This design comes from an exercise in tuning for small area and a short achievable clock period on the open sky130 flow, not from production work. The RTL was checked by simulation tests, not by an equivalence proof against the original design. The clock port is modelled as an ideal driver; clocking choices that lean on that would not hold on a real chip. Power is estimated from default activity; no workload was simulated.

==> flow/design.v (outline; a module is shown in full before it is edited, if it fits) <==
// module gAoi22: 3 lines
// module gNand2: 3 lines
// module gNand4: 3 lines
// module gNor2: 3 lines
// module gInv: 3 lines
// module gAoi21: 3 lines
// module gOai21: 3 lines
// module gXor2: 3 lines
// module gXnor2: 3 lines
// module gAo22: 3 lines
// module gAnd3: 3 lines
// module gNand3: 3 lines
// module gNor4: 3 lines
// module gOr2: 3 lines
// module alu: 43 lines
// module bitRev: 11 lines
// module prefixAdd: 26 lines
// module regFile: 46 lines
// module rdMux: 17 lines
// module rdDec: 18 lines
// module preDec2: 3 lines
// module preDec3: 3 lines
// module rdBit: 12 lines
// module rdGrp8: 7 lines
// module rdGrp7: 7 lines
// module rdOr4: 9 lines
// module fastAdd: 359 lines
// module fastAddC: 375 lines
// module eqTree: 24 lines
// module pcFinal: 20 lines
// module execStage: 91 lines
module execStage (
    input  logic               clk,
    input  logic               rstN,
    input  logic [32-1:0]   instr,
    input  logic [32-1:0]   pc,
    input  logic               instrValid,
    input  logic [32-1:0]   readData,       
    output logic [32-1:0]   memAddr,
    output logic [32-1:0]   memWriteData,
    output logic               memWrite,
    output logic [32-1:0]   pcNext
);
  // ...
==> flow/flow/run.sh <==
#!/bin/bash
# Standard layout with two additions: ports get sky130_fd_sc_hd__buf_2 buffers
# (in place of the default delay-buffer cell), and an area-recovery pass
# (flow/post_cts.tcl: downsize.tcl, upsize.tcl) runs after clock-tree synthesis
# and its timing repair.
# make's full output is in make.log here; ORFS's per-step logs are under orfs/logs.
set -euo pipefail
here=$(pwd)
export POST_CTS_TCL="$here/flow/post_cts.tcl"
export BUFFER_PORTS_ARGS="-buffer_cell sky130_fd_sc_hd__buf_2"
bash standard.sh > "$here/make.log" 2>&1
==> flow/flow/downsize.tcl <==
# Area recovery after the clock tree's timing repair: swap each cell to the
# smallest cell of its kind (or a plain buffer for a buffer) that leaves the
# worst setup slack, output slew and capacitance violations no worse.
proc ds_family_sizes {cellname} {
  if {![regexp {^(sky130_fd_sc_hd__[a-z0-9]+?)_([0-9]+)$} $cellname -> base drv]} { return {} }
  set res {}
  set names {}
  foreach lc [get_lib_cells ${base}_*] {
    set n [get_name $lc]
    if {[regexp "^${base}_(\[0-9\]+)\$" $n -> d]} { lappend names $n }
  }
  # Plain buffers of other kinds may become ordinary buffers
  if {[regexp {^sky130_fd_sc_hd__(buf|clkbuf|clkdlybuf4s[0-9]+)_[0-9]+$} $cellname]} {
    foreach n {sky130_fd_sc_hd__buf_1 sky130_fd_sc_hd__buf_2 sky130_fd_sc_hd__buf_4} {
      if {[lsearch $names $n] < 0} { lappend names $n }
    }
  }
  foreach n $names {
    if {[get_property [get_lib_cells $n] dont_use]} continue
    lappend res [list [get_property [get_lib_cells $n] area] $n]
  }
  return [lsort -real -index 0 $res]
}
set ::ds_max_slew 0.6
proc ds_reest {inst} {
  foreach p [get_pins -of_objects $inst] {
    set n [get_nets -quiet -of_objects $p]
    if {$n ne ""} { est::estimate_parasitic_net $n }
  }
}
proc ds_run {guard} {
  set wns [expr {[sta::worst_slack_cmd max] * 1e9}]
  set n 0; set saved 0.0
  set hold [expr {min([sta::worst_slack_cmd min] * 1e9, 0.1)}]
  set ::ds_cap0 [sta::max_capacitance_violation_count]
  foreach inst [get_cells *] {
    set lc [get_property $inst ref_name]
    set iname [get_full_name $inst]
    if {[string match "clkbuf_*" $iname] || [string match "clkload*" $iname]} continue
    if {[string match "*df*" $lc] || [string match "*tap*" $lc] || [string match "*fill*" $lc] || [string match "*decap*" $lc] || [string match "*conb*" $lc]} continue
    set sizes [ds_family_sizes $lc]
    if {[llength $sizes] < 2} continue
    # worst slack through the instance's output pins
    set s 1e9
    foreach p [get_pins -of_objects $inst -filter "direction==output"] {
      set ps [get_property $p slack_max]
      if {$ps ne "" && $ps ne "INF" && $ps < $s} { set s $ps }
    }
    if {$s < $wns + $guard} continue
    set curArea [get_property [get_lib_cells $lc] area]
    foreach sz $sizes {
      lassign $sz a name
      if {$a >= $curArea || $name eq $lc} break
      replace_cell $inst $name
      ds_reest $inst
      set w [expr {[sta::worst_slack_cmd max] * 1e9}]
      set bad [expr {$w < $wns - 0.0005}]
      if {!$bad && [sta::worst_slack_cmd min] * 1e9 < $hold} { set bad 1 }
      if {!$bad} {
        foreach p [get_pins -of_objects $inst -filter "direction==output"] {
          set sl [get_property $p slew_max]
          if {$sl ne "" && $sl > $::ds_max_slew} { set bad 1 }
        }
      }
      if {!$bad && [sta::max_capacitance_violation_count] > $::ds_cap0} { set bad 1 }
      if {$bad} {
        replace_cell $inst $lc
        ds_reest $inst
      } else {
        set saved [expr {$saved + $curArea - $a}]
        incr n
        break
      }
    }
  }
  puts "downsize: $n cells, [format %.1f $saved] um2, wns [expr {[sta::worst_slack_cmd max]*1e9}]"
}
==> flow/flow/post_cts.tcl <==
# POST_CTS hook: area recovery, greedy sizing of the worst paths, a second
# area recovery, then legalize.
source [file join [file dirname [info script]] downsize.tcl]
source [file join [file dirname [info script]] upsize.tcl]
utl::info FLW 901 "area before recovery: [format %.1f [expr {[rsz::design_area] * 1e12}]]"
for {set k 0} {$k < 4} {incr k} { ds_run 0.02 }
set ::ds_cap0 [sta::max_capacitance_violation_count]
us_run 150
ds_run 0.02
utl::info FLW 902 "area after recovery: [format %.1f [expr {[rsz::design_area] * 1e12}]]"
detailed_placement
check_placement -verbose
estimate_parasitics -placement
report_worst_slack -max
==> flow/flow/upsize.tcl <==
# Greedy sizing on the worst setup path: try larger sizes of each cell on the
# path, keep the single change that most improves the worst slack, repeat.
proc us_larger_sizes {cellname} {
  if {![regexp {^(sky130_fd_sc_hd__[a-z0-9]+?)_([0-9]+)$} $cellname -> base drv]} { return {} }
  set cur [get_property [get_lib_cells $cellname] area]
  set res {}
  foreach lc [get_lib_cells ${base}_*] {
    set n [get_name $lc]
    if {![regexp "^${base}_(\[0-9\]+)\$" $n]} continue
    if {[get_property $lc dont_use]} continue
    set a [get_property $lc area]
    if {$a > $cur} { lappend res [list $a $n] }
  }
  return [lsort -real -index 0 $res]
}
proc us_ep_slack {ep} {
  set s [get_property $ep slack_max]
  if {$s eq "" || $s eq "INF"} { return 1e9 }
  return $s
}
proc us_run {iters} {
  set gain_total 0.0
  set area_total 0.0
  for {set it 0} {$it < $iters} {incr it} {
    set wns [expr {[sta::worst_slack_cmd max] * 1e9}]
    set pe ""; set pes 1e9
    foreach p [find_timing_paths -path_delay max -group_path_count 1 -endpoint_path_count 1] {
      set sl [get_property $p slack]
      if {$sl < $pes} { set pes $sl; set pe $p }
    }
    set ep [get_property $pe endpoint]
    set eps0 [expr {[get_property $pe slack] * 1.0}]
    set insts {}
    foreach pt [get_property $pe points] {
      set pin [get_property $pt pin]
      if {[get_property $pin is_port]} continue
      set inst [get_cells -of_objects $pin]
      set nm [get_full_name $inst]
      if {[lsearch -exact $insts $nm] < 0} { lappend insts $nm }
    }
    set best ""; set bestGain 0.0; set bestCell ""; set bestDa 0.0
    foreach nm $insts {
      set inst [get_cells $nm]
      set lc [get_property $inst ref_name]
      if {[string match "*df*" $lc] || [string match "clkbuf_*" $nm]} continue
      foreach sz [us_larger_sizes $lc] {
        lassign $sz a name
        set da [expr {$a - [get_property [get_lib_cells $lc] area]}]
        replace_cell $inst $name
        ds_reest $inst
        set w [expr {[sta::worst_slack_cmd max] * 1e9}]
        set es [us_ep_slack $ep]
        set g [expr {($es - $eps0) / 9.0 - $da / 60000.0}]
        if {$w < $wns - 0.0005} { set g 0.0 }
        if {$g > $bestGain && [sta::max_capacitance_violation_count] <= $::ds_cap0} {
          set bestGain $g; set best $nm; set bestCell $name; set bestDa $da
        }
        replace_cell $inst $lc
        ds_reest $inst
      }
    }
    if {$best eq ""} break
    set inst [get_cells $best]
    replace_cell $inst $bestCell
    ds_reest $inst
    set area_total [expr {$area_total + $bestDa}]
  }
  puts "upsize: $it moves, +[format %.1f $area_total] um2, wns [expr {[sta::worst_slack_cmd max]*1e9}]"
}
==> flow/standard.sh <==
#!/bin/bash
# synth_recipe.tcl (not shown) runs the flow's synth.tcl, then flattens the netlist and writes it again
# the make line also repeats each setting of config.mk as NAME=value (left out here)
make -C /OpenROAD-flow-scripts/flow DESIGN_CONFIG=/design/flow/config.mk WORK_HOME=/design/flow/orfs CLKGATE_MAP_FILE= SYNTH_SCRIPT=/design/flow/synth_recipe.tcl "${@:-finish}"
==> flow/config.mk <==
export PLATFORM = sky130hd
export DESIGN_NAME = execStage
export DESIGN_NICKNAME = execStage
export VERILOG_FILES = /design/flow/design.v
export SDC_FILE = /design/flow/constraint.sdc
export NUM_CORES = 4
export LEC_CHECK = 0
export CAP_MARGIN = 20
export CORE_MARGIN = 2
export CORE_UTILIZATION = 50
export CTS_CLUSTER_DIAMETER = 60
export CTS_CLUSTER_SIZE = 20
export PLACE_DENSITY = 0.6
export SETUP_SLACK_MARGIN = 5
export SLEW_MARGIN = 20
export SYNTH_HIERARCHICAL = 1
export TNS_END_PERCENT = 0
==> flow/constraint.sdc <==
create_clock -name core_clock -period 13.5 [get_ports {clk}]
set_input_delay 2.7000 -clock core_clock [delete_from_list [all_inputs] [get_ports {clk}]]
set_output_delay 2.7000 -clock core_clock [all_outputs]
set_load 0.01 [all_outputs]
==> results.yml, run 1 <==
grt:
  grt_max_degree: 65
  grt_usage_pct: 46.52
  grt_busiest_layer: "met2"
die:
  start_util_pct: 50.59
  std_cell_rows: 119
  ios: 196
setup_path:
  startpoint: "instr[16]"
  critPathBufInv: 4
  start_kind: "primary input"
power:
  maxPowerGroup: "registers"
  powerComb_mw: 0.700
  irDropWorstVdd_uv: 121.0
  p_sw_mw: 1.953
  p_leak_nw: 23.19
  clockPowerShare_pct: 43.1
run:
  max_cap_violations: 0
worst_hold_path:
  holdPathStages: 1
  whs_endpoint: "regFile_i.g_reg[2].q[29]"
layout:
  largest-register: "regFile_i.g.q"
  largest_cell_class: "multi-input combinational cells"
  layout_common_cells: "a22o_1 (1000), dfxtp_1 (992), a22oi_1 (908)"
  largest_reg_flops: 992
  final-clk-cell-share_pct: 5.438
  drive_above_1_share_pct: 12.78
  multi_input_area_share_pct: 54.29
  antenna_cells: 7
place:
  pre_cts_ws_ps: 3135
drt:
  wl_met2_mm: 106.4
  wire_per_inst_um: 35.59
  topRoutingLayerUsed: "met5"
  ant_nets: 0
sta:
  hold_slack_ps: 500.2
status:
  outcome: "no timing/DRC/antenna violations"
logic_synthesis:
  synthTopCellsByArea: "dfxtp_1 (37%), a22o_1 (16%), a22oi_1 (13%)"
  synth_ff_type: "dfxtp_1"
  synth-async-reset-ratio_pct: 3.030
==> run 2, diff against run 1 <==
--- a/flow/config.mk
+++ b/flow/config.mk
@@ -10,4 +10,4 @@
 export CORE_UTILIZATION = 50
-export CTS_CLUSTER_DIAMETER = 60
-export CTS_CLUSTER_SIZE = 20
+export CTS_CLUSTER_DIAMETER = 70
+export CTS_CLUSTER_SIZE = 24
 export PLACE_DENSITY = 0.6
==> results.yml, run 2 <==
status:
  outcome: "no timing/DRC/antenna violations"
setup_path:
  end_kind: "output port"
  critical_path.most_common_cell: "nand2_1"
  required_ps: 10800
  rr_endpoint: "regFile_i.g_reg[16].q[25]"
  worstSetupEndpoint: "pcNext[8]"
  slowest_delay_ps: 540
  start_kind: "primary input"
  startpoint: "instr[22]"
  rrSetupSlack_ps: 6390
  cp_data_arrival_time_ps: 6640
  reg2regPathDepth: 19
  r2r-start: "regFile_i.vld[4]"
  cpMaxStageDelayCell: "nand4_1"
  critical_path.cell_chain: "buf_6 > and3b_4 > and3_4 > a22oi_1 > nand4_1 > nor2_4 > nand2_1 > xor2_1 > nor4_1 > nand4_2 > or2_1 > buf_12 > nand2_1 > nand3_2 > buf_1"
  crit_type: "primary input to output port"
  crit_fanout: 32
logic_synthesis:
  ys_warn_count: 14
  synth_common_cells: "a22o_1 (1000), dfxtp_1 (992), a22oi_1 (908)"
  synth_xor_area_share_pct: 3.800
  synthAdderAreaFrac_pct: 1.165
  synth_ff_type: "dfxtp_1"
  synth.area.mux_share_pct: 4.104
  yosysTopAreaCellShare_pct: 37.14
  synth_top_family_by_area: "compound AO/OA/AOI/OAI gates"
  synth-simple-area-share_pct: 13.49
  syn_inst: 5647
  synth_compound_area_share_pct: 37.50
  yosys_register_bits: 1023
  synth_top_area_cell: "dfxtp_1"
  synth.distinct_cells: 84
  post-synth-top-count-cell: "a22o_1"
  synth_edf_count: 0
  synth_area_per_cell_um2: 9.470
  netlist_area_mm2: 0.05348
  synth-async-reset-ratio_pct: 3.030
  synthTopCellsByArea: "dfxtp_1 (37%), a22o_1 (16%), a22oi_1 (13%)"
  ys_seq_area_share_pct: 38.59
drt:
  remaining_drc_errors: 0
  vias: 56596
  ant_nets: 0
  first_pass_iters: 16
  drt-total-wl_mm: 264.5
  wire_per_inst_um: 35.82
  viasPerCell: 7.663
  drtIter0Drc: 9552
die:
  std_cell_rows: 119
  die_area_mm2: 0.1096
  start_util_pct: 50.59
  ios: 196
  die_h_um: 331.0
  dieWidth_um: 331.0
  core_mm2: 0.1057
layout:
  layout_commonest_cell: "a22o_1"
  final_util_pct: 56.42
  area_growth_syn_to_layout_pct: 11.53
  finish.net_count: 6098
  drive_above_1_share_pct: 11.86
  layout_common_cells: "a22o_1 (1000), dfxtp_1 (992), a22oi_1 (907)"
  largest_reg_flops: 992
  top_regs: "regFile_i.g.q x992, regFile_i.vld x31"
  largest-register: "regFile_i.g.q"
run:
  max_cap_violations: 0
cts:
  clkLatencyLatePin_ps: 750
  clock_sinks: 1023
  cts_tree: "done"
  path_clk_slew_ps: 100
sta:
  fin_worst_skew_ps: 60.05
  setup_tns_ps: 0
  drv_slew: 0
  setup_viol: 0
  slew_headroom_pct: 18.57
  fin_crit_sh_pct: 69.17
  worst_pin_slew_ps: 1218
  min_period_ps: 9337
  rsz0062_at_grt: "yes"
  max_freq_mhz: 107.1
  hold_viol_final: 0
power:
  power_density_mw_per_mm2: 99.16
  p_leak_nw: 22.51
  irDropWorstVdd_uv: 111.8
grt:
  grt_pass1_vias: 50924
  grt_max_degree: 65
  grt_pass1_wl_mm: 370.8
  grt_usage_pct: 46.22
  grt.overflow.total: 0
  antenna_found_initial: 17
place:
  port-buffer-count: 195
  dp_hpwl_mm: 173.4
  gp_congestion: 1.071
worst_hold_path:
  hold_path_startpoint: "regFile_i.g_reg[25].q[16]"
  min_path_type: "flip-flop to flip-flop"
-- run 2: cell counts after synthesis --
No cell type changed its count.
-- run 2: layout make-up --
cell class | count | area (µm²)
Antenna cell | 8 | 20.02
Clock inverter | 34 | 455.4
Fill cell | 9795 | 46070
Sequential cell | 1023 | 20630
Multi-Input combinational cell | 4500 | 33190
Tap cell | 1391 | 1740
Inverter | 34 | 130.1
Timing Repair Buffer | 332 | 1968
Clock buffer | 64 | 1505
-- run 2: worst max-delay path: cells and delay by family --
kind / cells / cell delay, ps
xor+xnor: 1 / 210
buf+inv: 3 / 550
simple gates: 10 / 2830
compound gates: 1 / 270
-- run 2: per-stage QoR --
step	setup WS, ps	cells	area [µm²]	hold slack, ps	power [mW]
final	4163	7386	59640	504.8	5.914
after global routing	4255	7380	59630	513.6	6.046
after detailed placement	3135	7235	56820	476.5	3.867
after global placement	3058	7227	56630	473.0	3.863
after floorplan	4964	5649	53490	459.9	3.577
-- run 2: how the worst min path moves through the flow --
| stage | endpoint | cells past startpoint |
|---|---|---|
| 5_1_grt | regFile_i.g_reg[13].q[5] | 1 |
| 6_report | regFile_i.g_reg[25].q[16] | 1 |
| 3_3_place_gp | regFile_i.g_reg[1].q[16] | 1 |
| 3_5_place_dp | regFile_i.g_reg[2].q[16] | 1 |
| 2_1_floorplan | regFile_i.g_reg[1].q[0] | 1 |
-- run 2: per-module statistics from Yosys (local to each module, per instance), excerpt --
module / flops+latches / copies in the design / cell area [µm²] / cells inside
gNand2: 0 / 309 / 3.754 / 1
gXor2: 0 / 137 / 8.758 / 1
gAnd3: 0 / 124 / 6.256 / 1
gXnor2: 0 / 22 / 8.758 / 1
execStage: 0 / 1 / 3054 / 499
gNor2: 0 / 297 / 3.754 / 1
rdGrp8: 0 / 192 / 36.28 / 5
gNand3: 0 / 32 / 5.005 / 1
gNor4: 0 / 8 / 12.51 / 1
regFile: 1023 / 1 / 21450 / 1165
gOr2: 0 / 1 / 6.256 / 1
gNand4: 0 / 2 / 6.256 / 1
-- run 2: cells by family after synthesis --
kind of cell               after synthesis
AOI/OAI and AO/OA                     2542
xor gates and xnor gates               232
adders and majority gates               50
buffers and inverters                  139
DFF                                   1023
muxes                                  156
other                                    1
and+or+nand+nor                       1504
-- run 2: metal layers --
| metal | up-vias | share of wire [%] | global-route usage [%] |
|---|---|---|---|
| li1 | 23616 | - | - |
| met1 | 27265 | 37 | 60.13 |
| met2 | 4691 | 40 | 64.79 |
| met3 | 1008 | 15 | 16.45 |
| met4 | 16 | 7.8 | 28.91 |
| met5 | - | 0.088 | 0.9130 |
-- run 2: where the power goes --
| part | switching [mW] | leakage (nW) | internal [mW] |
|---|---|---|---|
| clock | 1.17 | 0.947 | 0.890 |
| combinational | 0.500 | 13.1 | 0.208 |
| sequential | 0.0604 | 8.43 | 3.08 |
| total | 1.73 | 22.5 | 4.18 |
==> run 3, diff against run 2 <==
--- a/flow/config.mk
+++ b/flow/config.mk
@@ -10,4 +10,4 @@
 export CORE_UTILIZATION = 50
-export CTS_CLUSTER_DIAMETER = 70
-export CTS_CLUSTER_SIZE = 24
+export CTS_CLUSTER_DIAMETER = 75
+export CTS_CLUSTER_SIZE = 27
 export PLACE_DENSITY = 0.6
==> results.yml, run 3 <==
logic_synthesis:
  ys_warn_count: 14
  synthTopCellsByArea: "dfxtp_1 (37%), a22o_1 (16%), a22oi_1 (13%)"
  synth_top_area_cell: "dfxtp_1"
  synth.distinct_cells: 84
  post-synth-top-count-cell: "a22o_1"
  synth_common_cells: "a22o_1 (1000), dfxtp_1 (992), a22oi_1 (908)"
  yosys_register_bits: 1023
  synth_ff_type: "dfxtp_1"
  synth-async-reset-ratio_pct: 3.030
  yosysTopAreaCellShare_pct: 37.14
  ys_seq_area_share_pct: 38.59
  synth_area_per_cell_um2: 9.470
  syn_inst: 5647
  netlist_area_mm2: 0.05348
  synth_edf_count: 0
setup_path:
  rr_endpoint: "regFile_i.g_reg[25].q[25]"
  end_kind: "output port"
  r2r-start: "regFile_i.vld[4]"
  rrSetupSlack_ps: 6510
  critPathBufInv: 5
  cpMaxStageDelayCell: "nor4_2"
  critical_path.most_common_cell: "buf_12"
  cp_data_arrival_time_ps: 6700
  critical_path.cell_chain: "buf_2 > nor2b_1 > buf_12 > and3_4 > buf_12 > a22oi_1 > nand4_1 > nor2_4 > nand2_4 > xor2_1 > nor4_2 > nand4_1 > or2_1 > buf_12 > nand2_1 > nand3_1 > buf_2"
  crit_fanout: 32
  start_kind: "primary input"
  cp_num_cells: 17
  required_ps: 10800
  slowest_delay_ps: 450
  reg2regPathDepth: 19
  crit_type: "primary input to output port"
  critPathTopFamily: "simple AND/OR/NAND/NOR gates"
place:
  dp_hpwl_mm: 173.4
  pre_cts_ws_ps: 3135
  port-buffer-count: 195
  placed_cells: 7235
  placed_area_mm2: 0.05682
  gp_congestion: 1.071
die:
  start_util_pct: 50.59
  die_h_um: 331.0
  core_mm2: 0.1057
  dieWidth_um: 331.0
  std_cell_rows: 119
  die_area_mm2: 0.1096
  ios: 196
cts:
  cts_tree: "done"
  path_clk_slew_ps: 100
  clock_sinks: 1023
  clkLatencyLatePin_ps: 730
power:
  internal_power_mw: 4.096
  p_sw_mw: 1.692
  power_density_mw_per_mm2: 97.20
  pwr-share-seq_pct: 54.3
  p_sw_share_pct: 29.24
  clockPowerShare_pct: 33.6
  p_leak_nw: 22.43
  total_power_mw: 5.788
  irDropWorstVdd_uv: 133.8
  p_comb_share_pct: 12.1
worst_hold_path:
  min_path_type: "flip-flop to flip-flop"
  whs_endpoint: "regFile_i.g_reg[23].q[12]"
  hold_path_startpoint: "regFile_i.g_reg[23].q[12]"
  holdPathStages: 1
grt:
  grt_usage_pct: 46.01
  grt.overflow.total: 0
  grt_pass1_wl_mm: 369.5
  antenna_found_initial: 13
  grt_pass1_vias: 50741
  grt_max_degree: 65
layout:
  largest-register: "regFile_i.g.q"
  final_util_pct: 56.33
  n_fill_cell: 9876
  area_growth_syn_to_layout_pct: 11.35
  multiInputGateArea_mm2: 0.03329
  stdcell_count: 7389
  top_regs: "regFile_i.g.q x992, regFile_i.vld x31"
  drive_above_1_share_pct: 11.82
  largest_reg_flops: 992
  layout_commonest_cell: "a22o_1"
  register_area_mm2: 0.02063
  finish.net_count: 6097
  fin_area_mm2: 0.05955
  layout_common_cells: "a22o_1 (1000), dfxtp_1 (992), a22oi_1 (906)"
drt:
  viasPerCell: 7.605
  first_pass_iters: 13
  drtIter0Drc: 9661
  vias: 56193
  ant_nets: 0
  remaining_drc_errors: 0
  wire_per_inst_um: 35.65
  drt-total-wl_mm: 263.4
sta:
  setup_tns_ps: 0
  drv_slew: 0
  worst_pin_slew_ps: 1227
  hold_viol_final: 0
  slew_headroom_pct: 18.02
  fin_worst_skew_ps: 51.59
  max_freq_mhz: 106.4
  rsz0062_at_grt: "yes"
  min_period_ps: 9399
  timing.final.ws_setup_ps: 4101
  setup_viol: 0
  fin_crit_sh_pct: 69.62
  hold_slack_ps: 505.3
run:
  max_cap_violations: 0
status:
  outcome: "no timing/DRC/antenna violations"
==> run 3: power groups by stage <==
stage          clock network (mW)  registers [mW]  logic (mW)
5_1_grt                      2.04            3.15       0.728
3_5_place_dp                    0            3.20       0.663
3_3_place_gp                    0            3.20       0.658
6_report                     1.94            3.14       0.701
2_1_floorplan                   0            3.19       0.388
==> run 3: cell families (layout without fill, tap and decap cells) <==
group | count (synthesis) | after routing | synth area share [%]
mux | 156 | 156 | 4.104
xor+xnor | 232 | 232 | 3.800
simple gates | 1504 | 1515 | 13.49
buf+inv | 139 | 467 | 1.345
other cells | 1 | 13 | 0.007012
flops | 1023 | 1023 | 38.59
fa+ha+maj | 50 | 50 | 1.165
compound gates | 2542 | 2542 | 37.50
==> run 3: per-layer routing <==
| metal | vias up | global-route usage [%] | part of all wire (%) | wire, µm |
|---|---|---|---|---|
| met1 | 27192 | 59.59 | 37 | 98520 |
| met3 | 956 | 17.49 | 15 | 39060 |
| met2 | 4442 | 64.66 | 40 | 105500 |
| li1 | 23595 | - | - | - |
| met5 | - | 0 | 0.018 | 48 |
| met4 | 8 | 27.55 | 7.7 | 20260 |
==> run 3: area by class of cell <==
type,instances,share of cell area (%)
Clock inverter,31,0.6430
Timing Repair Buffer,340,3.316
Tap cell,1391,2.923
Sequential cell,1023,34.65
Antenna cell,10,0.04202
Multi-Input combinational cell,4498,55.91
Inverter,34,0.2185
Clock buffer,62,2.299
==> run 3: per-module statistics from Yosys (local to each module, per instance), excerpt <==
module / times used / cells / area (µm²)
execStage: 1 / 499 / 3054
alu: 1 / 376 / 2894
bitRev: 2 / 36 / 544.3
preDec3: 2 / 8 / 65.06
gXnor2: 22 / 1 / 8.758
gAo22: 992 / 1 / 8.758
gNand4: 2 / 1 / 6.256
gAnd3: 124 / 1 / 6.256
gOai21: 147 / 1 / 5.005
gInv: 17 / 1 / 3.754
gNor2: 297 / 1 / 3.754
==> run 3: how the worst max path moves through the flow <==
stage | end | from
after global placement | pcNext[5] | instr[15]
after detailed placement | pcNext[9] | instr[15]
after floorplan | pcNext[23] | instr[3]
final | pcNext[5] | instr[15]
after global routing | pcNext[23] | instr[3]

## static timing again, ports no longer ideal
The results above use ideal ports. As a check the final layouts listed here were re-extracted and re-timed, cells and wires unchanged.
Step 1 sets driving cells, clkbuf_16 on the clock port and buf_2 on the other inputs (assumed; they add their load-dependent delay and slew).
Step 2 adds t to the input delays and takes it off the output delays; t is the mean of the earliest and latest rising clock arrival at the registers after step 1. Input paths then give back, and output paths get back, about the clock's delay inside the block.
a / b / c = ideal ports / drivers / drivers and shift; a / b = the first two.
| run | shift t [ns] | slack for setup (ns) | worst setup path at the end | worst register clock-pin slew, ns |
|---|---|---|---|---|
| run 1 | 0.787 | 4.059 / 4.011 / 3.688 | input to register | 0.09 / 0.09 |
| run 2 | 0.796 | 4.163 / 4.096 / 3.760 | input to register | 0.11 / 0.11 |
| run 3 | 0.781 | 4.101 / 4.073 / 3.861 | input to register | 0.12 / 0.12 |
After both steps every run listed still meets setup and hold. For run 2, which loses most, drivers alone change the setup slack by -0.067 ns; drivers and shift together by -0.403 ns.
